Background: an optimization exercise with open tools, aiming at small area, a short achievable clock period and few clock cycles. Do not read the settings as production practice.
Only simulation tests tie the RTL to the original design; equivalence was not proved.
Power is estimated from default activity; no workload was simulated.

[flow/design.v]
`timescale 1ns/10ps
package bf_pkg;
	localparam int NODE_COUNT = 32;
	localparam int EDGE_DEPTH = 32;
	localparam int PIPE_DRAIN = 3;  
	typedef logic [4:0] node_t;
	typedef logic [5:0] plen_t;  
	typedef logic [3:0] weight_t;
	typedef logic [6:0] dist_t;
	typedef logic [4:0] edge_idx_t;
	typedef logic [7:0] wb_adr_t;
	typedef logic [15:0] wb_dat_t;
	typedef logic [13:0] edge_word_t;  
	localparam dist_t DIST_INF = 7'd127;  
	localparam int EDGE_TO_LSB = 0;
	localparam int EDGE_FROM_LSB = 5;
	localparam int EDGE_WEIGHT_LSB = 10;
	localparam wb_adr_t ADR_EDGE_BASE = 8'h00;
	localparam wb_adr_t ADR_SOURCE = 8'h20;
	localparam wb_adr_t ADR_DEST = 8'h21;
	localparam wb_adr_t ADR_STATUS = 8'h22;
	localparam wb_adr_t ADR_PATH_BASE = 8'h40;
	typedef enum logic [2:0] {
		IDLE,
		INIT,
		SWEEP,
		DRAIN,
		DONE
	} sweep_state_t;
endpackage
`timescale 1ns/10ps
module bf_top (
	input logic clk,
	input logic clr,
	input logic wb_cyc,
	input logic wb_stb,
	input logic wb_we,
	input bf_pkg::wb_adr_t wb_adr,
	input bf_pkg::wb_dat_t wb_dat_w,
	output bf_pkg::wb_dat_t wb_dat_r,
	output logic wb_ack
);
	localparam logic [6:0] INF = 7'd127;
	localparam logic [3:0] WAIT_MAX = 4'd13;  
	function automatic logic [31:0] prefix_or(input logic [31:0] x);
		logic [31:0] p;
		p = x;
		for (int s = 1; s < 32; s = s * 2)
			p = p | (p << s);
		prefix_or = p;
	endfunction
	function automatic logic [4:0] first_set(input logic [31:0] x);
		logic [31:0] oh;
		oh = x & ~(prefix_or(x) << 1);
		for (int b = 0; b < 5; b++) begin
			first_set[b] = 1'b0;
			for (int i = 0; i < 32; i++)
				if (((i >> b) & 1) == 1) first_set[b] = first_set[b] | oh[i];
		end
	endfunction
	function automatic logic [4:0] next_set(input logic [31:0] x, input logic [31:0] gt);
		logic [31:0] hi;
		hi = x & gt;
		next_set = (|hi) ? first_set(hi) : first_set(x);
	endfunction
	bf_pkg::edge_word_t edge_mem [bf_pkg::EDGE_DEPTH];
	bf_pkg::dist_t dist_mem [bf_pkg::NODE_COUNT];
	bf_pkg::node_t pred_mem [bf_pkg::NODE_COUNT];
	logic busy;
	logic init;  
	logic ph;  
	logic run_done;
	logic path_ready;
	logic walking;
	logic erd;  
	bf_pkg::node_t ra;
	logic [3:0] wcnt;
	bf_pkg::node_t source;
	bf_pkg::node_t dest;
	bf_pkg::plen_t path_len;
	logic ewq;
	bf_pkg::node_t ewa;
	bf_pkg::edge_word_t ewd;
	logic [31:0] dirty;
	bf_pkg::node_t cur;
	bf_pkg::weight_t e_w;
	bf_pkg::node_t e_u;  
	bf_pkg::node_t e_v;
	bf_pkg::node_t pe0q, pe1q;  
	logic [7:0] sumq;
	bf_pkg::dist_t dvq;
	logic [5:0] pi;  
	bf_pkg::node_t cp8, cp16, cp24;
	logic pend;
	logic a_edge, a_path, a_src, a_dst, a_stat;
	assign pend = wb_cyc && wb_stb && !wb_ack;
	assign a_edge = wb_adr[7:5] == 3'b000;
	assign a_path = wb_adr[7:5] == 3'b010;
	assign a_src = wb_adr == bf_pkg::ADR_SOURCE;
	assign a_dst = wb_adr == bf_pkg::ADR_DEST;
	assign a_stat = wb_adr == bf_pkg::ADR_STATUS;
	logic src_go, dst_go, ewr, eload, pread;
	assign src_go = pend && wb_we && a_src && !busy;
	assign dst_go = pend && wb_we && a_dst && run_done;
	assign ewr = pend && wb_we && a_edge;
	assign eload = pend && !wb_we && a_edge && !erd;
	assign pread = pend && !wb_we && a_path && !walking;
	logic [31:0] valid, match;
	logic [31:0] nz, valid_q;
	always_comb begin
		for (int k = 0; k < 32; k++)
			nz[k] = |edge_mem[k];
		valid = ~prefix_or(~nz);
		for (int k = 0; k < 32; k++)
			match[k] = valid_q[k] && (edge_mem[k][bf_pkg::EDGE_FROM_LSB +: 5] == e_v);
	end
	bf_pkg::dist_t du, dv;
	logic r_go, s_go, upd;
	logic [31:0] gt, d0, d1;
	bf_pkg::node_t esel;
	bf_pkg::edge_word_t ew;
	logic z0q, z1q;  
	assign du = dist_mem[e_u];
	assign dv = dist_mem[e_v];
	assign r_go = busy && !init && ph;
	assign s_go = busy && !init && !ph && !erd;
	assign upd = s_go && (sumq < {1'b0, dvq});
	always_comb begin
		for (int k = 0; k < 32; k++)
			gt[k] = !init && (5'(k) > cur);
		d0 = dirty;
		d1 = (init ? '0 : dirty) | match;
	end
	bf_pkg::node_t pe0, pe1;
	assign pe0 = next_set(d0, gt);
	assign pe1 = next_set(d1, gt);
	assign esel = upd ? pe1q : (erd ? ra : pe0q);
	assign ew = edge_mem[esel];
	bf_pkg::node_t n1;
	logic stop, wfin;
	bf_pkg::plen_t plen_now;
	assign n1 = pred_mem[e_u];
	assign stop = (e_u == source) || (pi == 6'd0 && du == INF) || (pi == 6'd31);
	assign wfin = walking && stop;
	assign plen_now = wfin ? pi + 6'd1 : path_len;
	logic [4:0] pk, pblk;
	logic p_hit, p_jump;
	bf_pkg::node_t cp_sel;
	assign pk = wb_adr[4:0];
	assign p_hit = pi == {1'b0, pk};
	assign pblk = {pk[4:3], 3'b000};
	always_comb begin
		case (pk[4:3])
			2'd0: cp_sel = dest;
			2'd1: cp_sel = cp8;
			2'd2: cp_sel = cp16;
			default: cp_sel = cp24;
		endcase
	end
	assign p_jump = (pi > {1'b0, pk}) || (pi < {1'b0, pblk});
	logic ack_now, rfin;
	assign rfin = s_go && (upd ? z1q : z0q);
	bf_pkg::wb_dat_t rdat;
	always_comb begin
		ack_now = 1'b0;
		rdat = '0;
		if (pend) begin
			if (wb_we) begin
				ack_now = 1'b1;
			end else if (a_edge) begin
				ack_now = erd;
				rdat = {2'b00, ew};
			end else if (a_path) begin
				ack_now = walking || p_hit;
				rdat = {1'b0, du, 3'b000, e_u};
			end else if (a_stat) begin
				ack_now = ((!busy || rfin) && (!walking || wfin)) || wcnt == WAIT_MAX;
				rdat = {2'b00, plen_now, 5'b00000, path_ready || wfin, run_done || rfin, busy && !rfin};
			end else begin
				ack_now = 1'b1;
			end
		end
	end
	always_ff @(posedge clk or posedge clr) begin
		if (clr) begin
			wb_ack <= 1'b0;
			wcnt <= '0;
			erd <= 1'b0;
			ewq <= 1'b0;
			busy <= 1'b0;
			init <= 1'b0;
			ph <= 1'b0;
			run_done <= 1'b0;
			path_ready <= 1'b0;
			walking <= 1'b0;
			path_len <= '0;
			pi <= '0;
		end else begin
			wb_ack <= ack_now;
			wcnt <= (pend && !ack_now) ? wcnt + 1'b1 : 4'd0;
			erd <= eload;
			ewq <= ewr;
			init <= src_go;
			if (src_go) begin
				busy <= 1'b1;
				run_done <= 1'b0;
				path_ready <= 1'b0;
				walking <= 1'b0;
			end else if (init) begin
				ph <= 1'b0;
				if (match == '0) begin
					busy <= 1'b0;
					run_done <= 1'b1;
				end
			end else if (r_go) begin
				ph <= 1'b0;
			end else if (s_go) begin
				ph <= 1'b1;
				if (rfin) begin
					busy <= 1'b0;
					run_done <= 1'b1;
				end
			end
			if (dst_go) begin
				walking <= 1'b1;
				path_ready <= 1'b0;
				pi <= '0;
			end else if (walking) begin
				if (stop) begin
					walking <= 1'b0;
					path_ready <= 1'b1;
					path_len <= pi + 6'd1;
					pi <= '0;
				end else begin
					pi <= pi + 6'd1;
				end
			end else if (pread) begin
				if (p_hit || !p_jump)
					pi <= pi + 6'd1;
				else
					pi <= {1'b0, pblk};
			end
		end
	end
	always_ff @(posedge clk) begin
		wb_dat_r <= rdat;
		valid_q <= valid;
		ewa <= wb_adr[4:0];
		ewd <= wb_dat_w[13:0];
		if (ewq)
			edge_mem[ewa] <= ewd;
		if (eload)
			ra <= wb_adr[4:0];
		if (src_go)
			source <= wb_dat_w[4:0];
		if (init) begin
			pe0q <= pe1;
			sumq <= 8'hff;
			z0q <= 1'b0;
		end else if (r_go) begin
			z0q <= d0 == '0;
			z1q <= d1 == '0;
			pe0q <= pe0;
			pe1q <= pe1;
			sumq <= {1'b0, du} + {4'b0000, e_w};
			dvq <= dv;
		end
		if (init) begin
			dirty <= match;
		end else if (s_go) begin
			dirty <= (upd ? d1 : d0) & ~(32'd1 << esel);
			cur <= esel;
		end
		if (s_go) begin
			{e_w, e_u, e_v} <= ew;
		end else if (src_go) begin
			e_v <= wb_dat_w[4:0];
		end else if (dst_go) begin
			e_u <= wb_dat_w[4:0];
		end else if (walking) begin
			e_u <= stop ? dest : n1;
		end else if (pread) begin
			e_u <= (p_hit || !p_jump) ? n1 : cp_sel;
		end
		for (int i = 0; i < bf_pkg::NODE_COUNT; i++) begin
			if (init)
				dist_mem[i] <= (5'(i) == source) ? 7'd0 : INF;
			else if (upd && e_v == 5'(i)) begin
				dist_mem[i] <= sumq[6:0];
				pred_mem[i] <= e_u;
			end
		end
		if (dst_go)
			dest <= wb_dat_w[4:0];
		if (walking) begin
			if (pi == 6'd8) cp8 <= e_u;
			if (pi == 6'd16) cp16 <= e_u;
			if (pi == 6'd24) cp24 <= e_u;
		end
	end
endmodule
[flow/run.sh]
#!/bin/bash
# synth_recipe.tcl (not shown) runs the flow's synth.tcl, then flattens the netlist and writes it again
# the make line also repeats each setting of config.mk as NAME=value (left out here)
make -C /OpenROAD-flow-scripts/flow DESIGN_CONFIG=/design/flow/config.mk WORK_HOME=/design/flow/orfs CLKGATE_MAP_FILE= SYNTH_SCRIPT=/design/flow/synth_recipe.tcl finish
[flow/config.mk]
export PLATFORM = sky130hd
export DESIGN_NAME = bf_top
export DESIGN_NICKNAME = bf_top
export VERILOG_FILES = /design/flow/design.v
export SDC_FILE = /design/flow/constraint.sdc
export NUM_CORES = 4
export LEC_CHECK = 0
export ABC_AREA = 1
export CAP_MARGIN = 20
export CORE_MARGIN = 2
export CORE_UTILIZATION = 40
export SETUP_SLACK_MARGIN = 2.75
export SLEW_MARGIN = 20
[flow/constraint.sdc]
create_clock -name core_clock -period 6.0 [get_ports {clk}]
set_input_delay 1.2000 -clock core_clock [delete_from_list [all_inputs] [get_ports {clk}]]
set_output_delay 1.2000 -clock core_clock [all_outputs]
set_load 0.01 [all_outputs]
==> qor.yml, run 1 <==
logic_synthesis:
  async_flop_share_pct: 2.42
  synth_cell_types: 65
  synth_cells: 5766
  ys_warn_count: 3
  yosysSeqAreaShare_pct: 58.0
  ys.flop_type: "edfxtp_1"
  synthesis.area_sq_mm: 0.0518
  synth_seq_cells: 1031
  synth_edf_count: 931
  syn_nets: 5816
  avgSynthCellArea_sq_um: 8.99
floorplan:
  die-area_sq_mm: 0.133
  start_util_pct: 40.2
  ios: 46
  fp-row-count: 132
  die_h_um: 364
  die_w_um: 364
  core_area_sq_mm: 0.129
drt:
  drtIter0Drc: 7179
  vias: 47031
  drtAntennaViolNets: 0
  via_per_inst: 5.94
  dr.pass1.iters: 8
  wl_per_cell_um: 26.6
  drc: 0
  wl_mm: 210
cells_and_area:
  drive_above_1_share_pct: 17.9
  stdcell_count: 7912
  syn_to_final_growth_pct: 23.8
  nNetsFinal: 6124
  final_cell_mix: "nand2_1, edfxtp_1, nor2_1"
  utilization_pct: 49.7
  mostFrequentLayoutCell: "nand2_1"
sta:
  worst_slack_ns: 2.60
  hold_violations: 0
  rsz0062_at_grt: "yes"
  worst_pin_slew_ns: 1.15
  min_period_ns: 3.40
  setup_viol: 0
  skew_ns: 0.0607
  fmax_ghz: 0.294
  maxSlewHeadroom_pct: 22.7
  tns_ns: 0
  period_share_pct: 56.6
  drv_slew: 0
critical_path:
  crit_path_start_kind: "register"
  crit_required_ns: 6.47
  slowest_stage: "edfxtp_1"
  r2r_start: "e_v[0]"
  criticalPathCategory: "reg -> reg"
  worstPathMaxFanout: 8
  path_cells: "buf_6 -> bufinv_16 -> nor2_1 -> inv_1 -> nor2_1 -> nand2_1 -> o22ai_1 -> a311oi_1 -> nand4_1 -> nor4b_4 -> o211ai_1"
  reg2reg_slack_ns: 2.60
  end_kind: "register"
  startpoint: "e_v[0]"
  cp_common_cell: "nor2_1"
  max_stage_delay_ns: 0.46
  arrival_ns: 3.86
power:
  power_density_mw_per_mm2: 300
  pwr-share-seq_pct: 43.4
  switching_share_pct: 30.3
  power.total_mw: 19.2
  combPwrFrac_pct: 21.1
  power.share.clock_pct: 35.5
  power.switching_mw: 5.82
  peakVddDrop_mv: 0.340
  power_leakage_nw: 25.2
  p_int_mw: 13.4
placed_design:
  gp_congestion: 1.05
  io_buffers: 42
  hpwlAfterDp_mm: 138
  dp.cells: 7401
  pre_cts_ws_ns: 1.15
global_route:
  grt-ovfl-total: 0
  grt_pass1_wl_mm: 292
  grt_pass1_vias: 43250
  track_usage_pct: 30.2
  grt_max_degree: 73
  grt_antenna_before_repair: 6
cts:
  holdBufCountCts: 0
  cts-root-buf: "clkbuf_16"
  clkSinkCount: 1031
  clk_latency_ns: 0.77
  cts_tree: "yes"
  cts_made_buffers: 109
  htreeDepth: 3
  clkSlewWorstSetupHoldPaths_ns: 0.06
  cts_buffer_depth: 3
min_path:
  min-delay-start: "ewd[13]"
  min_path_type: "reg -> reg"
run_status:
  outcome: "timing/DRC/antenna clean"
flow_run:
  cap_violations: 0
## worst max-delay path: cells and delay by family (launching register included)
kind / cells / cell delay [ns]
flops: 1 / 0.46
compound gates: 3 / 0.71
simple gates: 5 / 1.34
buf+inv: 3 / 0.62
## synthesized netlist by cell type (4+ instances only)
cell type | number | area [sq um]
o211ai_1 | 6 | 45.0
inv_2 | 7 | 26.3
a21oi_1 | 129 | 646
o2111ai_1 | 5 | 43.8
buf_1 | 31 | 116
o22ai_1 | 25 | 156
xnor2_1 | 4 | 35.0
a22oi_1 | 33 | 248
nand2_2 | 10 | 62.6
nor3_2 | 4 | 40.0
o21ai_0 | 203 | 1020
inv_1 | 456 | 1710
buf_6 | 7 | 78.8
o2111a_1 | 8 | 90.1
or4_1 | 7 | 52.6
dfrtp_1 | 25 | 626
clkinv_1 | 5 | 18.8
nor3_1 | 91 | 455
nand2_1 | 1641 | 6160
nand4_1 | 235 | 1470
o41ai_1 | 33 | 289
nor2_4 | 6 | 67.6
nand3_1 | 465 | 2330
a31oi_1 | 15 | 93.8
clkbuf_1 | 113 | 424
xor2_1 | 52 | 455
o31ai_1 | 35 | 263
a221oi_1 | 20 | 175
ha_1 | 20 | 250
buf_4 | 11 | 82.6
nor2_1 | 735 | 2760
a22o_1 | 25 | 219
nor3_4 | 4 | 65.1
nor2_2 | 19 | 119
nor4_1 | 89 | 557
a21oi_2 | 5 | 43.8
nor3b_1 | 11 | 82.6
dfxtp_1 | 75 | 1500
buf_2 | 66 | 330
or2_2 | 13 | 81.3
and2_1 | 7 | 43.8
and3_1 | 10 | 62.6
edfxtp_1 | 931 | 28000
o21ai_1 | 40 | 200
nand3b_1 | 8 | 60.1
## layer usage
metal	up-vias	track usage, %	part of all wire, %
li1	20611	-	-
met1	22445	38.6	37
met2	3196	47.6	45
met3	777	5.52	10
met4	2	18.8	8.2
met5	-	0	0.0052
## power by group through the flow
| stage | clock network, mW | registers (mW) | logic (mW) |
|---|---|---|---|
| after CTS | 6.86 | 8.34 | 3.50 |
| final | 6.83 | 8.35 | 4.05 |
| after floorplan | 0 | 8.53 | 1.67 |
| after global routing | 7.12 | 8.35 | 4.24 |
| after detailed placement | 0 | 8.51 | 2.80 |
| after global placement | 0 | 8.51 | 2.76 |
## stage by stage
stage | hold slack (ns) | instance area, sq um
4_1_cts | 0.457 | 61400
5_1_grt | 0.469 | 64200
3_5_place_dp | 0.443 | 54200
6_report | 0.455 | 64200
2_1_floorplan | 0.429 | 51800
3_3_place_gp | 0.435 | 54100
## final cells by class
type | instances | area [sq um]
Timing Repair Buffer | 416 | 4670
Sequential cell | 1031 | 30100
Inverter | 468 | 1860
Fill cell | 11780 | 64800
Multi-Input combinational cell | 4047 | 21800
Tap cell | 1742 | 2180
Clock buffer | 150 | 2960
Timing Repair inverter | 1 | 11.3
Antenna cell | 1 | 2.50
Clock inverter | 56 | 608
## final timing paths
path / endpoint / cells past startpoint
min in group asynchronous: pi[0] / 3
worst max-delay path: dvq[3] / 11
worst max register to register: dvq[3] / 11
worst min register to register: edge_mem[23][13] / 0
max in group asynchronous: erd / 3
worst min-delay path: edge_mem[23][13] / 0
## state kept, by name, summed over array words and instances, names as in the netlist, 6 cells and up
name and cells:
pi 6, dvq 7, sumq 8, valid_q 32, edge_mem 448, path_len 6
dirty 32, pred_mem 160, dist_mem 224, ewd 14, wb_dat_r 15
## logic make-up (layout without fill, tap and decap cells)
kind of cell | after synthesis | in the layout | share of synthesized area, %
compound gates | 601 | 601 | 7.13
xor+xnor | 56 | 56 | 0.946
fa+ha+maj | 21 | 21 | 0.521
buf+inv | 697 | 1091 | 5.39
flops | 1031 | 1031 | 58.0
other cells | 1 | 2 | 0.00723
simple gates | 3359 | 3368 | 28.0
## what timing repair did
item	in CTS	in global routing
endpoints found under the setup margin	321	285
gates resized for setup	434	395
pin swaps	116	195
gates cloned	19	17
setup buffers	164	104
hold endpoints to repair	0	0
Testbench counts, summed over its fixed seeds: cycles 8,755.
==> run 2, diff against run 1 <==
--- a/flow/design.v
+++ b/flow/design.v
@@ -88,5 +88,8 @@
 	bf_pkg::node_t e_v;
 	bf_pkg::node_t pe0q, pe1q;  
-	logic [7:0] sumq;
+	bf_pkg::dist_t duq;
+	logic wbe;
+	bf_pkg::node_t wbv, wbu;
+	bf_pkg::dist_t wbd;
 	bf_pkg::dist_t dvq;
 	logic [5:0] pi;  
@@ -107,4 +110,5 @@
 	assign pread = pend && !wb_we && a_path && !walking;
 	logic [31:0] valid, match;
+	bf_pkg::node_t mnode;
 	logic [31:0] nz, valid_q;
 	always_comb begin
@@ -112,29 +116,39 @@
 			nz[k] = |edge_mem[k];
 		valid = ~prefix_or(~nz);
+		mnode = init ? source : e_v;
 		for (int k = 0; k < 32; k++)
-			match[k] = valid_q[k] && (edge_mem[k][bf_pkg::EDGE_FROM_LSB +: 5] == e_v);
+			match[k] = valid_q[k] && (edge_mem[k][bf_pkg::EDGE_FROM_LSB +: 5] == mnode);
 	end
 	bf_pkg::dist_t du, dv;
 	logic r_go, s_go, upd;
+	logic [7:0] sum;
 	logic [31:0] gt, d0, d1;
 	bf_pkg::node_t esel;
 	bf_pkg::edge_word_t ew;
-	logic z0q, z1q;  
-	assign du = dist_mem[e_u];
-	assign dv = dist_mem[e_v];
+	logic z0, z1;
+	assign du = (wbe && wbv == e_u) ? wbd : dist_mem[e_u];
+	assign dv = (wbe && wbv == e_v) ? wbd : dist_mem[e_v];
 	assign r_go = busy && !init && ph;
 	assign s_go = busy && !init && !ph && !erd;
-	assign upd = s_go && (sumq < {1'b0, dvq});
+	assign sum = {1'b0, duq} + {4'b0000, e_w};
+	assign upd = s_go && (sum < {1'b0, dvq});
 	always_comb begin
 		for (int k = 0; k < 32; k++)
-			gt[k] = !init && (5'(k) > cur);
+			gt[k] = 5'(k) > cur;
 		d0 = dirty;
-		d1 = (init ? '0 : dirty) | match;
+		d1 = dirty | match;
 	end
-	bf_pkg::node_t pe0, pe1;
-	assign pe0 = next_set(d0, gt);
-	assign pe1 = next_set(d1, gt);
-	assign esel = upd ? pe1q : (erd ? ra : pe0q);
-	assign ew = edge_mem[esel];
+	assign z0 = d0 == '0;
+	assign z1 = d1 == '0;
+	bf_pkg::node_t sel0;
+	bf_pkg::edge_word_t ew0, ew1;
+	logic [31:0] oh0, oh1;
+	assign sel0 = erd ? ra : pe0q;
+	assign ew0 = edge_mem[sel0];
+	assign ew1 = edge_mem[pe1q];
+	assign oh0 = 32'd1 << pe0q;
+	assign oh1 = 32'd1 << pe1q;
+	assign esel = upd ? pe1q : pe0q;
+	assign ew = upd ? ew1 : ew0;
 	bf_pkg::node_t n1;
 	logic stop, wfin;
@@ -159,6 +173,5 @@
 	end
 	assign p_jump = (pi > {1'b0, pk}) || (pi < {1'b0, pblk});
-	logic ack_now, rfin;
-	assign rfin = s_go && (upd ? z1q : z0q);
+	logic ack_now;
 	bf_pkg::wb_dat_t rdat;
 	always_comb begin
@@ -170,11 +183,11 @@
 			end else if (a_edge) begin
 				ack_now = erd;
-				rdat = {2'b00, ew};
+				rdat = {2'b00, ew0};
 			end else if (a_path) begin
 				ack_now = walking || p_hit;
 				rdat = {1'b0, du, 3'b000, e_u};
 			end else if (a_stat) begin
-				ack_now = ((!busy || rfin) && (!walking || wfin)) || wcnt == WAIT_MAX;
-				rdat = {2'b00, plen_now, 5'b00000, path_ready || wfin, run_done || rfin, busy && !rfin};
+				ack_now = (!busy && (!walking || wfin)) || wcnt == WAIT_MAX;
+				rdat = {2'b00, plen_now, 5'b00000, path_ready || wfin, run_done, busy};
 			end else begin
 				ack_now = 1'b1;
@@ -190,4 +203,5 @@
 			busy <= 1'b0;
 			init <= 1'b0;
+			wbe <= 1'b0;
 			ph <= 1'b0;
 			run_done <= 1'b0;
@@ -202,4 +216,5 @@
 			ewq <= ewr;
 			init <= src_go;
+			wbe <= upd;
 			if (src_go) begin
 				busy <= 1'b1;
@@ -217,5 +232,5 @@
 			end else if (s_go) begin
 				ph <= 1'b1;
-				if (rfin) begin
+				if (upd ? z1 : z0) begin
 					busy <= 1'b0;
 					run_done <= 1'b1;
@@ -255,13 +270,10 @@
 			source <= wb_dat_w[4:0];
 		if (init) begin
-			pe0q <= pe1;
-			sumq <= 8'hff;
-			z0q <= 1'b0;
+			pe0q <= first_set(match);
+			duq <= INF;
 		end else if (r_go) begin
-			z0q <= d0 == '0;
-			z1q <= d1 == '0;
-			pe0q <= pe0;
-			pe1q <= pe1;
-			sumq <= {1'b0, du} + {4'b0000, e_w};
+			pe0q <= next_set(d0, gt);
+			pe1q <= next_set(d1, gt);
+			duq <= du;
 			dvq <= dv;
 		end
@@ -269,11 +281,9 @@
 			dirty <= match;
 		end else if (s_go) begin
-			dirty <= (upd ? d1 : d0) & ~(32'd1 << esel);
+			dirty <= upd ? (d1 & ~oh1) : (d0 & ~oh0);
 			cur <= esel;
 		end
 		if (s_go) begin
 			{e_w, e_u, e_v} <= ew;
-		end else if (src_go) begin
-			e_v <= wb_dat_w[4:0];
 		end else if (dst_go) begin
 			e_u <= wb_dat_w[4:0];
@@ -286,11 +296,16 @@
 			if (init)
 				dist_mem[i] <= (5'(i) == source) ? 7'd0 : INF;
-			else if (upd && e_v == 5'(i)) begin
-				dist_mem[i] <= sumq[6:0];
-				pred_mem[i] <= e_u;
+			else if (wbe && wbv == 5'(i)) begin
+				dist_mem[i] <= wbd;
+				pred_mem[i] <= wbu;
 			end
 		end
 		if (dst_go)
 			dest <= wb_dat_w[4:0];
+		if (upd) begin
+			wbv <= e_v;
+			wbu <= e_u;
+			wbd <= sum[6:0];
+		end
 		if (walking) begin
 			if (pi == 6'd8) cp8 <= e_u;
--- a/flow/config.mk
+++ b/flow/config.mk
@@ -10,4 +10,4 @@
 export CORE_MARGIN = 2
 export CORE_UTILIZATION = 40
-export SETUP_SLACK_MARGIN = 2.75
+export SETUP_SLACK_MARGIN = 3
 export SLEW_MARGIN = 20
==> qor.yml, run 2 <==
logic_synthesis:
  yosys-top-cells-count: "nand2_1, edfxtp_1, nor2_1"
  yosysSeqAreaShare_pct: 52.7
  avgSynthCellArea_sq_um: 8.32
  syn_nets: 7037
  synth_top_area_share_pct: 48.9
  async_flop_share_pct: 2.47
  ys.flop_type: "edfxtp_1"
  synth_edf_count: 947
  synth_cells: 6987
  synth_cell_types: 67
  synth_top_area_cell: "edfxtp_1"
  netlist_top_cells_area: "edfxtp_1, nand2_1, nor2_1"
  synthesis.area_sq_mm: 0.0581
  yosysMostFrequentCell: "nand2_1"
  synth_seq_cells: 1051
  ys_warn_count: 3
placed_design:
  gp_congestion: 1.09
  pre_cts_ws_ns: 1.18
  hpwlAfterDp_mm: 182
  io_buffers: 42
drt:
  vias: 57010
  wl_per_cell_um: 28.8
  dr.pass1.iters: 7
  drtAntennaViolNets: 0
  drc: 0
  drtIter0Drc: 8946
  wl_mm: 266
  via_per_inst: 6.17
critical_path:
  cp_common_cell: "nand2_1"
  crit_required_ns: 6.66
  end_kind: "register"
  slowest_stage: "dfrtp_4"
  max_stage_delay_ns: 0.59
  criticalPathCategory: "reg -> reg"
  r2r_start: "init"
  reg2reg_slack_ns: 2.56
  arrival_ns: 4.10
  crit_path_start_kind: "register"
  path_cells: "buf_4 -> nand2_8 -> buf_4 -> nand3_1 -> nand2_1 -> nor2_1 -> nand3_4 -> nand2_1 -> nor2_2 -> nand2_2 -> nor2_2 -> nand4_1 -> nand4_1 -> nand2_2 -> nand2_1 -> nand2_1"
  timing.rr.end: "busy"
  worstPathMaxFanout: 7
  ff2ff_path_depth: 16
min_path:
  min-delay-start: "busy"
  min_path_type: "reg -> reg"
  hold_depth: 2
  hold_end: "busy"
global_route:
  track_usage_pct: 34.8
  grt_pass1_wl_mm: 372
  grt-ovfl-total: 0
  grt_pass1_vias: 52394
  grt_max_degree: 116
  grt_antenna_before_repair: 8
sta:
  hold_violations: 0
  skew_ns: 0.0466
  rsz0062_at_grt: "yes"
  tns_ns: 0
  worst_slack_ns: 2.56
  setup_viol: 0
  min_period_ns: 3.44
  drv_slew: 0
  maxSlewHeadroom_pct: 19.7
  period_share_pct: 57.4
  worst_pin_slew_ns: 1.20
  fmax_ghz: 0.291
cells_and_area:
  drive_above_1_share_pct: 18.2
  top_register: "edge_mem"
  final_cell_mix: "nand2_1, edfxtp_1, nor2_1"
  top_regs: "edge_mem x448, dist_mem x224, pred_mem x160"
  largest_reg_flops: 448
  mostFrequentLayoutCell: "nand2_1"
  antennaDiodeCount: 0
  syn_to_final_growth_pct: 23.5
  nNetsFinal: 7296
cts:
  holdBufCountCts: 0
  htreeDepth: 3
  cts_tree: "yes"
  cts-root-buf: "clkbuf_16"
  cts_buffer_depth: 3
  clk_latency_ns: 0.77
  cts_made_buffers: 113
  clkSinkCount: 1051
  clkSlewWorstSetupHoldPaths_ns: 0.06
power:
  power.total_mw: 19.3
  peakVddDrop_mv: 0.282
  power_leakage_nw: 28.6
  power_density_mw_per_mm2: 269
floorplan:
  core_area_sq_mm: 0.144
  start_util_pct: 40.4
  fp-row-count: 139
  die_w_um: 385
  ios: 46
  die-area_sq_mm: 0.148
  die_h_um: 385
run_status:
  outcome: "timing/DRC/antenna clean"
flow_run:
  cap_violations: 0
## run 2: changes by cell type in the layout (fill, tap and decap cells not counted), sizes merged, moves of 50 or more
cell,change
nand4,-113
buf,+50
nand2,+158
nand3,+50
inv,+150
o221ai,+92
nor2,+167
a21oi,+161
o21ai,+428
## run 2: cell type report
type | instances | area (sq um)
clock buffer | 139 | 3050
sequential | 1051 | 30700
inverter | 616 | 2460
fill | 13377 | 72200
timing repair inverter | 5 | 46.3
clock inverter | 73 | 933
timing repair buffer | 454 | 4680
tap | 1903 | 2380
multi-input combinational | 5005 | 27600
## run 2: worst max-delay path: cells and delay by family, from the launching register on
family / cells / cell delay (ns)
DFF: 1 / 0.59
and+or+nand+nor: 14 / 2.37
buffers and inverters: 2 / 0.37
## run 2: worst max-delay path by stage
stage / slack [ns] / startpoint / to
after floorplan: 3.00 / e_w[2] / cur[4]
after global placement: 1.19 / init / busy
after detailed placement: 1.18 / init / busy
after CTS: 2.66 / init / busy
after global routing: 2.50 / e_v[0] / pe1q[0]
final: 2.56 / init / busy
## run 2: metal layers
layer	vias to the layer above	track usage [%]	routed length [um]
met5	-	0	36
met3	877	7.51	28900
met4	6	22.6	21300
met1	27427	44.6	99700
met2	3972	53.1	117000
li1	24728	-	-
## run 2: stage by stage
stage / hold slack, ns / cells / util [%] / cell area (sq um)
after floorplan: 0.421 / 6987 / - / 58200
after global placement: 0.455 / 8725 / 42.1 / 60600
after detailed placement: 0.459 / 8725 / 42.1 / 60600
after CTS: 0.469 / 9157 / 48.3 / 69600
after global routing: 0.517 / 9246 / 49.9 / 71800
final: 0.477 / 9246 / 49.9 / 71800
## run 2: power by group
| part | switching, mW | leakage (nW) | total, mW | internal, mW |
|---|---|---|---|---|
| Sequential | 0.154 | 9.50 | 8.22 | 8.07 |
| Combinational | 2.34 | 17.2 | 3.51 | 1.18 |
| Clock | 3.20 | 1.91 | 7.56 | 4.36 |
| Total | 5.69 | 28.6 | 19.3 | 13.6 |
## run 2: logic make-up after synthesis
group	synth area share, %
flops	52.7
other cells	0.00645
fa+ha+maj	0.465
simple gates	26.5
compound gates	13.4
buf+inv	6.44
mux	0.344
xor+xnor	0.196
## run 2: what timing repair did
action | 4_1_cts | 5_1_grt
gates resized for setup | 698 | 381
pin swaps | 158 | 190
endpoints found under the hold margin | 0 | 0
endpoints found under the setup margin | 380 | 179
buffers inserted | 191 | 80
gates cloned | 29 | 6
Testbench counts of run 2, summed over its fixed seeds: cycles 8,804.
==> run 3, diff against run 2 <==
--- a/flow/design.v
+++ b/flow/design.v
@@ -142,13 +142,15 @@
 	assign z1 = d1 == '0;
 	bf_pkg::node_t sel0;
-	bf_pkg::edge_word_t ew0, ew1;
-	logic [31:0] oh0, oh1;
+	logic [31:0] oh0, oh1, ohs;
 	assign sel0 = erd ? ra : pe0q;
-	assign ew0 = edge_mem[sel0];
-	assign ew1 = edge_mem[pe1q];
-	assign oh0 = 32'd1 << pe0q;
+	assign oh0 = 32'd1 << sel0;
 	assign oh1 = 32'd1 << pe1q;
+	assign ohs = upd ? oh1 : oh0;
 	assign esel = upd ? pe1q : pe0q;
-	assign ew = upd ? ew1 : ew0;
+	always_comb begin
+		ew = '0;
+		for (int k = 0; k < 32; k++)
+			ew = ew | (edge_mem[k] & {14{ohs[k]}});
+	end
 	bf_pkg::node_t n1;
 	logic stop, wfin;
@@ -183,5 +185,5 @@
 			end else if (a_edge) begin
 				ack_now = erd;
-				rdat = {2'b00, ew0};
+				rdat = {2'b00, ew};
 			end else if (a_path) begin
 				ack_now = walking || p_hit;
@@ -281,5 +283,5 @@
 			dirty <= match;
 		end else if (s_go) begin
-			dirty <= upd ? (d1 & ~oh1) : (d0 & ~oh0);
+			dirty <= (upd ? d1 : d0) & ~ohs;
 			cur <= esel;
 		end
--- a/flow/config.mk
+++ b/flow/config.mk
@@ -10,4 +10,4 @@
 export CORE_MARGIN = 2
 export CORE_UTILIZATION = 40
-export SETUP_SLACK_MARGIN = 3
+export SETUP_SLACK_MARGIN = 2
 export SLEW_MARGIN = 20
==> qor.yml, run 3 <==
run_status:
  outcome: "timing/DRC/antenna clean"
sta:
  setup_viol: 0
  drv_slew: 0
  fmax_ghz: 0.233
  hold_slack_ns: 0.490
  period_share_pct: 71.6
  skew_ns: 0.0656
  tns_ns: 0
  hold_violations: 0
  min_period_ns: 4.30
  worst_pin_slew_ns: 1.18
  rsz0062_at_grt: "yes"
  maxSlewHeadroom_pct: 19.3
  worst_slack_ns: 1.70
cts:
  htreeDepth: 3
  cts_tree: "yes"
  clkSlewWorstSetupHoldPaths_ns: 0.07
  cts_buffer_depth: 3
  clkSinkCount: 1046
  cts_made_buffers: 111
  clk_latency_ns: 0.77
  cts-root-buf: "clkbuf_16"
logic_synthesis:
  yosys-mux-area-fraction_pct: 0
  synth_cells: 5982
  async_flop_share_pct: 2.49
  avgSynthCellArea_sq_um: 8.98
  synth_xor_area_share_pct: 1.35
  ys_warn_count: 3
  netlist_top_cells_area: "edfxtp_1, nand2_1, nor2_1"
  yosysSeqAreaShare_pct: 56.9
  synth_top_area_share_pct: 52.9
  yosysMostFrequentCell: "nand2_1"
  synth_top_family_by_area: "simple AND/OR/NAND/NOR gates"
  synth_cell_types: 70
  yosys-top-cells-count: "nand2_1, edfxtp_1, nor2_1"
  synth_top_area_cell: "edfxtp_1"
  synth_edf_count: 947
  syn_nets: 6032
  synth_seq_cells: 1046
  ys.flop_type: "edfxtp_1"
  synth_compound_gate_area_share_pct: 6.37
  synthesis.area_sq_mm: 0.0537
  synth_simple_gate_area_share_pct: 29.3
  synthAdderAreaFrac_pct: 0.503
critical_path:
  critPathTopFamily: "simple AND/OR/NAND/NOR gates"
  max_stage_delay_ns: 0.40
  cp_common_cell: "buf_12"
  arrival_ns: 4.81
  worstPathMaxFanout: 13
  slowest_stage: "edfxtp_1"
  crit_required_ns: 6.51
  crit_path_start_kind: "register"
  criticalPathCategory: "reg -> reg"
  cp_num_buf_inv: 7
  end_kind: "register"
power:
  power.switching_mw: 3.84
  peakVddDrop_mv: 0.266
  pwr-share-seq_pct: 49.4
  p_int_mw: 12.4
  power.total_mw: 16.3
  combPwrFrac_pct: 6.5
  switching_share_pct: 23.6
  power.share.clock_pct: 44.1
  power_leakage_nw: 26.7
  power_density_mw_per_mm2: 251
global_route:
  grt_pass1_vias: 45140
  grt_antenna_before_repair: 4
  grt-ovfl-total: 0
  grt_pass1_wl_mm: 316
  track_usage_pct: 31.9
  grt_max_degree: 67
placed_design:
  gp_congestion: 1.06
  hpwlAfterDp_mm: 158
  pre_cts_ws_ns: 0.752
  dp.cells: 7693
  io_buffers: 42
  placed_cell_area_sq_mm: 0.0563
cells_and_area:
  largest_reg_flops: 448
  syn_to_final_growth_pct: 20.7
  top_regs: "edge_mem x448, dist_mem x224, pred_mem x160"
  final-seq-area_sq_mm: 0.0306
  mostFrequentLayoutCell: "nand2_1"
  drive_above_1_share_pct: 16.1
  utilization_pct: 48.7
  stdcell_count: 8123
  top_register: "edge_mem"
  final_cell_mix: "nand2_1, edfxtp_1, nor2_1"
  design_area_sq_mm: 0.0648
  nNetsFinal: 6304
  fillers: 12279
  multi_input_area_sq_mm: 0.0223
drt:
  dr.pass1.iters: 6
  vias: 48610
  wl_per_cell_um: 27.8
  drc: 0
  via_per_inst: 5.98
  drtIter0Drc: 6783
  wl_mm: 226
  drtAntennaViolNets: 0
floorplan:
  start_util_pct: 40.3
  die_w_um: 370
  ios: 46
  die-area_sq_mm: 0.137
  core_area_sq_mm: 0.133
  fp-row-count: 134
  die_h_um: 370
min_path:
  min_path_type: "reg -> reg"
flow_run:
  cap_violations: 0
==> run 3: cell types whose count changed after synthesis, moves of 56 or more <==
| cell | before | now |
|---|---|---|
| nand4_1 | 122 | 393 |
| o221ai_1 | 92 | 2 |
| a21oi_1 | 296 | 76 |
| inv_1 | 594 | 496 |
| nor2_1 | 903 | 765 |
| nand3_1 | 483 | 299 |
| o21ai_0 | 627 | 186 |
| clkbuf_1 | 231 | 48 |
| xor2_1 | 9 | 65 |
==> run 3: kinds of logic after synthesis <==
| group | after synthesis |
|---|---|
| fa+ha+maj | 21 |
| flops | 1046 |
| xor+xnor | 83 |
| other cells | 1 |
| compound gates | 547 |
| buf+inv | 723 |
| simple gates | 3561 |
==> run 3: path summary, 6_finish.rpt <==
check | start | end | slack, ns | cells after the start
setup reg to reg | e_w[0] | e_u[4] | 1.70 | 27
setup / recovery | e_w[0] | e_u[4] | 1.70 | 27
hold reg to reg | duq[3] | duq[3] | 0.49 | 2
min in group asynchronous | clr | wb_ack | 0.83 | 3
hold / removal | duq[3] | duq[3] | 0.49 | 2
max in group asynchronous | clr | init | 4.84 | 3
==> run 3: layout make-up <==
class	count	area share [%]
flip-flops and latches	1046	47.1
repair inverters	4	0.0617
repair buffers	356	6.04
clock inverters	74	1.17
diodes	2	0.00772
well taps	1768	3.41
multi-input cells	4220	34.4
clock buffers	138	4.68
inverters	515	3.09
==> run 3: routing by layer <==
metal,vias up,track usage [%],routed length [um],share of wire [%]
met1,23259,39.8,82500,37
li1,21327,-,-,-
met4,4,21.9,19400,8.6
met3,760,6.47,23700,11
met2,3260,50.0,100000,44
met5,-,0,23,0.010
==> run 3: power by group through the flow <==
stage / sequential (mW) / clock (mW) / combinational, mW
after global placement: 8.19 / 0 / 0.797
after global routing: 8.05 / 7.48 / 1.12
after CTS: 8.04 / 7.19 / 0.962
final: 8.05 / 7.17 / 1.06
after floorplan: 8.19 / 0 / 0.491
after detailed placement: 8.20 / 0 / 0.810
==> run 3: worst register-to-register path, stage by stage (launching register included) <==
cell      delay (ns)
edfxtp_1        0.40
ha_2            0.22
fa_2            0.37
nand3_2         0.08
nand2_2         0.06
and3_4          0.16
xor2_2          0.16
ha_4            0.29
nand3_2         0.07
nor2_4          0.16
nor2_4          0.07
buf_12          0.13
buf_8           0.12
o21ai_4         0.13
buf_12          0.12
buf_12          0.11
nor2_4          0.05
buf_4           0.16
buf_12          0.16
nand3_4         0.13
buf_4           0.15
o21ai_2         0.07
nor2_2          0.19
nand2_1         0.11
nor2_2          0.14
nand2_2         0.11
nand2_2         0.08
nand2_1         0.04
==> run 3: repair_timing <==
item                                   in CTS  in global routing
pin swaps                                 143                 93
setup endpoints to repair                  91                 61
cloned                                     21                  5
endpoints found under the hold margin       0                  0
hold buffers                                0                  0
buffers inserted                          126                 60
gates resized for setup                   553                152
Testbench counts of run 3, summed over its fixed seeds: cycles 8,804.
==> run 4, diff against run 3 <==
--- a/flow/design.v
+++ b/flow/design.v
@@ -89,8 +89,8 @@
 	bf_pkg::node_t pe0q, pe1q;  
 	bf_pkg::dist_t duq;
+	logic [7:0] tq;
 	logic wbe;
 	bf_pkg::node_t wbv, wbu;
 	bf_pkg::dist_t wbd;
-	bf_pkg::dist_t dvq;
 	logic [5:0] pi;  
 	bf_pkg::node_t cp8, cp16, cp24;
@@ -110,5 +110,4 @@
 	assign pread = pend && !wb_we && a_path && !walking;
 	logic [31:0] valid, match;
-	bf_pkg::node_t mnode;
 	logic [31:0] nz, valid_q;
 	always_comb begin
@@ -116,7 +115,6 @@
 			nz[k] = |edge_mem[k];
 		valid = ~prefix_or(~nz);
-		mnode = init ? source : e_v;
 		for (int k = 0; k < 32; k++)
-			match[k] = valid_q[k] && (edge_mem[k][bf_pkg::EDGE_FROM_LSB +: 5] == mnode);
+			match[k] = valid_q[k] && (edge_mem[k][bf_pkg::EDGE_FROM_LSB +: 5] == e_v);
 	end
 	bf_pkg::dist_t du, dv;
@@ -126,5 +124,5 @@
 	bf_pkg::node_t esel;
 	bf_pkg::edge_word_t ew;
-	logic z0, z1;
+	logic z0q, z1q;  
 	assign du = (wbe && wbv == e_u) ? wbd : dist_mem[e_u];
 	assign dv = (wbe && wbv == e_v) ? wbd : dist_mem[e_v];
@@ -132,5 +130,5 @@
 	assign s_go = busy && !init && !ph && !erd;
 	assign sum = {1'b0, duq} + {4'b0000, e_w};
-	assign upd = s_go && (sum < {1'b0, dvq});
+	assign upd = s_go && !tq[7] && (duq < tq[6:0]);
 	always_comb begin
 		for (int k = 0; k < 32; k++)
@@ -139,6 +137,4 @@
 		d1 = dirty | match;
 	end
-	assign z0 = d0 == '0;
-	assign z1 = d1 == '0;
 	bf_pkg::node_t sel0;
 	logic [31:0] oh0, oh1, ohs;
@@ -154,9 +150,13 @@
 	end
 	bf_pkg::node_t n1;
-	logic stop, wfin;
+	logic wstop;  
+	logic wfin;
 	bf_pkg::plen_t plen_now;
+	logic [31:0] inf;
+	always_comb
+		for (int i = 0; i < 32; i++)
+			inf[i] = dist_mem[i] == INF;
 	assign n1 = pred_mem[e_u];
-	assign stop = (e_u == source) || (pi == 6'd0 && du == INF) || (pi == 6'd31);
-	assign wfin = walking && stop;
+	assign wfin = walking && wstop;
 	assign plen_now = wfin ? pi + 6'd1 : path_len;
 	logic [4:0] pk, pblk;
@@ -234,5 +234,5 @@
 			end else if (s_go) begin
 				ph <= 1'b1;
-				if (upd ? z1 : z0) begin
+				if (upd ? z1q : z0q) begin
 					busy <= 1'b0;
 					run_done <= 1'b1;
@@ -244,5 +244,5 @@
 				pi <= '0;
 			end else if (walking) begin
-				if (stop) begin
+				if (wstop) begin
 					walking <= 1'b0;
 					path_ready <= 1'b1;
@@ -274,9 +274,12 @@
 			pe0q <= first_set(match);
 			duq <= INF;
+			z0q <= 1'b0;
 		end else if (r_go) begin
 			pe0q <= next_set(d0, gt);
 			pe1q <= next_set(d1, gt);
 			duq <= du;
-			dvq <= dv;
+			tq <= {1'b0, dv} - {4'b0000, e_w};
+			z0q <= d0 == '0;
+			z1q <= d1 == '0;
 		end
 		if (init) begin
@@ -288,8 +291,10 @@
 		if (s_go) begin
 			{e_w, e_u, e_v} <= ew;
+		end else if (src_go) begin
+			e_v <= wb_dat_w[4:0];
 		end else if (dst_go) begin
 			e_u <= wb_dat_w[4:0];
 		end else if (walking) begin
-			e_u <= stop ? dest : n1;
+			e_u <= wstop ? dest : n1;
 		end else if (pread) begin
 			e_u <= (p_hit || !p_jump) ? n1 : cp_sel;
@@ -310,4 +315,8 @@
 			wbd <= sum[6:0];
 		end
+		if (dst_go)
+			wstop <= (wb_dat_w[4:0] == source) || inf[wb_dat_w[4:0]];
+		else if (walking)
+			wstop <= (n1 == source) || (pi == 6'd30);
 		if (walking) begin
 			if (pi == 6'd8) cp8 <= e_u;
--- a/flow/config.mk
+++ b/flow/config.mk
@@ -10,4 +10,4 @@
 export CORE_MARGIN = 2
 export CORE_UTILIZATION = 40
-export SETUP_SLACK_MARGIN = 2
+export SETUP_SLACK_MARGIN = 2.5
 export SLEW_MARGIN = 20
==> qor.yml, run 4 <==
sta:
  hold_slack_ns: 0.493
  hold_violations: 0
  maxSlewHeadroom_pct: 25.0
  min_period_ns: 3.60
  drv_slew: 0
  setup_viol: 0
  worst_pin_slew_ns: 1.13
  tns_ns: 0
  skew_ns: 0.0423
  worst_slack_ns: 2.40
  period_share_pct: 59.9
  rsz0062_at_grt: "yes"
  fmax_ghz: 0.278
drt:
  drc: 0
  wl_per_cell_um: 30.3
  vias: 50540
  via_per_inst: 6.01
  drtIter0Drc: 6605
  wl_mm: 254
  dr.pass1.iters: 6
  drtAntennaViolNets: 0
floorplan:
  die-area_sq_mm: 0.141
  start_util_pct: 40.2
  die_w_um: 375
  core_area_sq_mm: 0.137
  die_h_um: 375
  fp-row-count: 136
  ios: 46
min_path:
  hold_end: "wcnt[0]"
  min_path_type: "reg -> reg"
  hold_depth: 1
  min-delay-start: "wcnt[0]"
logic_synthesis:
  synth_cell_types: 61
  yosysMostFrequentCell: "nand2_1"
  synthesis.area_sq_mm: 0.0552
  yosys-top-cells-count: "nand2_1, edfxtp_1, nor2_1"
  synth_cells: 6324
  synth_edf_count: 950
  yosysSeqAreaShare_pct: 55.6
  synth_top_area_share_pct: 51.7
  async_flop_share_pct: 2.48
  netlist_top_cells_area: "edfxtp_1, nand2_1, nor2_1"
  avgSynthCellArea_sq_um: 8.73
  synth_top_area_cell: "edfxtp_1"
  ys_warn_count: 3
  syn_nets: 6380
  ys.flop_type: "edfxtp_1"
  synth_seq_cells: 1050
cells_and_area:
  utilization_pct: 47.2
  design_area_sq_mm: 0.0647
  largest_reg_flops: 448
  final_cell_mix: "nand2_1, edfxtp_1, nor2_1"
  syn_to_final_growth_pct: 17.2
  top_register: "edge_mem"
  drive_above_1_share_pct: 12.1
  top_regs: "edge_mem x448, dist_mem x224, pred_mem x160"
  mostFrequentLayoutCell: "nand2_1"
  stdcell_count: 8410
  nNetsFinal: 6574
  fillers: 13057
critical_path:
  crit_required_ns: 6.51
  worstPathMaxFanout: 5
  crit_path_start_kind: "register"
  reg2reg_slack_ns: 2.40
  critPathTopFamily: "compound AO/OA/AOI/OAI gates"
  cp_num_buf_inv: 3
  slowest_stage: "nor4_4"
  arrival_ns: 4.11
  r2r_start: "e_v[0]"
  path_cells: "buf_8 -> nand2_4 -> inv_1 -> nand3_4 -> o22ai_1 -> a221oi_4 -> o211ai_1 -> nor4_4 -> buf_4 -> o21ai_4 -> fa_2 -> a21o_1 -> a21oi_2 -> nand3_2 -> o21ai_1 -> nand2_1"
  criticalPathCategory: "reg -> reg"
  max_stage_delay_ns: 0.41
  timing.rr.end: "tq[6]"
  ff2ff_path_depth: 16
  end_kind: "register"
global_route:
  track_usage_pct: 35.1
  grt_pass1_vias: 47506
  grt_use_met1_pct: 41.6
  grt_max_degree: 98
  grt_pass1_wl_mm: 351
  grt-ovfl-total: 0
  use_met2_pct: 57.1
  grt_antenna_before_repair: 11
  busiest_layer: "met2"
  grt_use_met3_pct: 6.35
run_status:
  outcome: "timing/DRC/antenna clean"
power:
  power_density_mw_per_mm2: 248
  peakVddDrop_mv: 0.264
  power.total_mw: 16.1
  power_leakage_nw: 26.8
cts:
  cts_buffer_depth: 3
  cts-root-buf: "clkbuf_16"
  cts_made_buffers: 110
  htreeDepth: 3
  cts_tree: "yes"
  holdBufCountCts: 0
  clkSlewWorstSetupHoldPaths_ns: 0.06
  clk_latency_ns: 0.75
  clkSinkCount: 1050
placed_design:
  placed_cell_area_sq_mm: 0.0576
  hpwlAfterDp_mm: 187
  dp.cells: 8040
  pre_cts_ws_ns: 1.09
  gp_congestion: 1.05
  io_buffers: 42
flow_run:
  cap_violations: 0
run 4: changes by cell type in the layout (fill, tap and decap cells not counted), moves of 25 or more:
cell,change
nand3_1,-60
nand4_1,+87
a21oi_1,-28
nand2_4,-25
a22o_1,-36
nor2_4,-62
o21ai_0,+53
inv_1,+180
nand2_2,-70
o22ai_1,+68
nor2_1,+176
run 4: routing by layer:
layer | up-vias | wire length [um]
li1 | 22339 | -
met1 | 24343 | 92100
met2 | 3052 | 118000
met3 | 796 | 22100
met4 | 10 | 22600
met5 | - | 53
run 4: where the power goes:
part / internal [mW] / switching (mW) / total, mW
logic: 0.276 / 0.670 / 0.946
clock network: 3.97 / 3.07 / 7.04
registers: 8.01 / 0.0700 / 8.08
run 4: what timing repair did:
action,in CTS,in global routing
hold endpoints to repair,0,0
gates cloned,8,5
gates resized for setup,316,158
setup endpoints to repair,96,57
pin swaps,42,55
setup buffers,68,74
run 4: how the worst max path moves through the flow:
stage	from	end	slack, ns	cells after the start
after floorplan	e_v[4]	tq[6]	2.71	17
after global placement	tq[2]	e_v[3]	1.10	18
after detailed placement	tq[2]	e_v[3]	1.09	20
after CTS	e_v[4]	tq[6]	2.39	15
after global routing	e_v[3]	tq[6]	2.33	18
final	e_v[0]	tq[6]	2.40	16
run 4: worst register-to-register path: cells and delay by family, from the launching register on:
kind | cells | cell delay (ns)
AND/OR/NAND/NOR | 5 | 0.89
flip-flops | 1 | 0.39
adder cells (fa/ha/maj) | 1 | 0.35
buffers and inverters | 3 | 0.52
AO/OA/AOI/OAI | 7 | 1.23
run 4: logic make-up (layout without fill, tap and decap cells):
group	after synthesis	count (layout)	share of synthesized area (%)
flip-flops	1050	1050	55.6
AND/OR/NAND/NOR	3608	3612	28.9
other	1	5	0.00680
XOR/XNOR	62	62	0.984
buffers and inverters	928	1212	6.84
AO/OA/AOI/OAI	648	648	7.10
adder cells (fa/ha/maj)	27	27	0.639
run 4: final cells by class:
| cell class | instances | area, sq um | area share, % |
|---|---|---|---|
| sequential | 1050 | 30700 | 47.4 |
| multi-input combinational | 4350 | 22300 | 34.6 |
| timing repair buffer | 289 | 2910 | 4.49 |
| clock buffer | 134 | 2890 | 4.48 |
| inverter | 713 | 2790 | 4.32 |
| tap | 1794 | 2240 | 3.47 |
| clock inverter | 72 | 771 | 1.19 |
| timing repair inverter | 4 | 40.0 | 0.0619 |
| antenna | 4 | 10.0 | 0.0155 |
Testbench counts of run 4, summed over its fixed seeds: cycles 8,804.

## afterwards: timing with drivers on the ports
Ports are ideal in the flow. The routed layouts listed here were re-timed in OpenROAD. Step 1 (the two cells are an assumption about what drives the block):
set clk [get_ports {clk}]
set_driving_cell -lib_cell sky130_fd_sc_hd__clkbuf_16 $clk
set_driving_cell -lib_cell sky130_fd_sc_hd__buf_2 [delete_from_list [all_inputs] $clk]
Step 2, shift: input delay + t, output delay - t, t = (earliest + latest rising clock arrival at the registers) / 2. This alone moves slack from input paths to output paths. Three values: ideal, step 1, step 2; two values: the first two.
run	t (ns)	setup WS [ns]	hold WS [ns]
run 1	0.821	2.602 / 2.602 / 2.032	0.455 / 0.455 / 0.455
run 2	0.825	2.559 / 2.559 / 2.149	0.477 / 0.477 / 0.477
run 3	0.825	1.703 / 1.703 / 1.703	0.490 / 0.490 / 0.490
run 4	0.809	2.405 / 2.405 / 1.903	0.493 / 0.493 / 0.493
After both steps setup and hold are still met in every run listed. The setup slack of run 1, which loses most, moves by 0.000 ns with the drivers and by -0.570 ns with both steps.
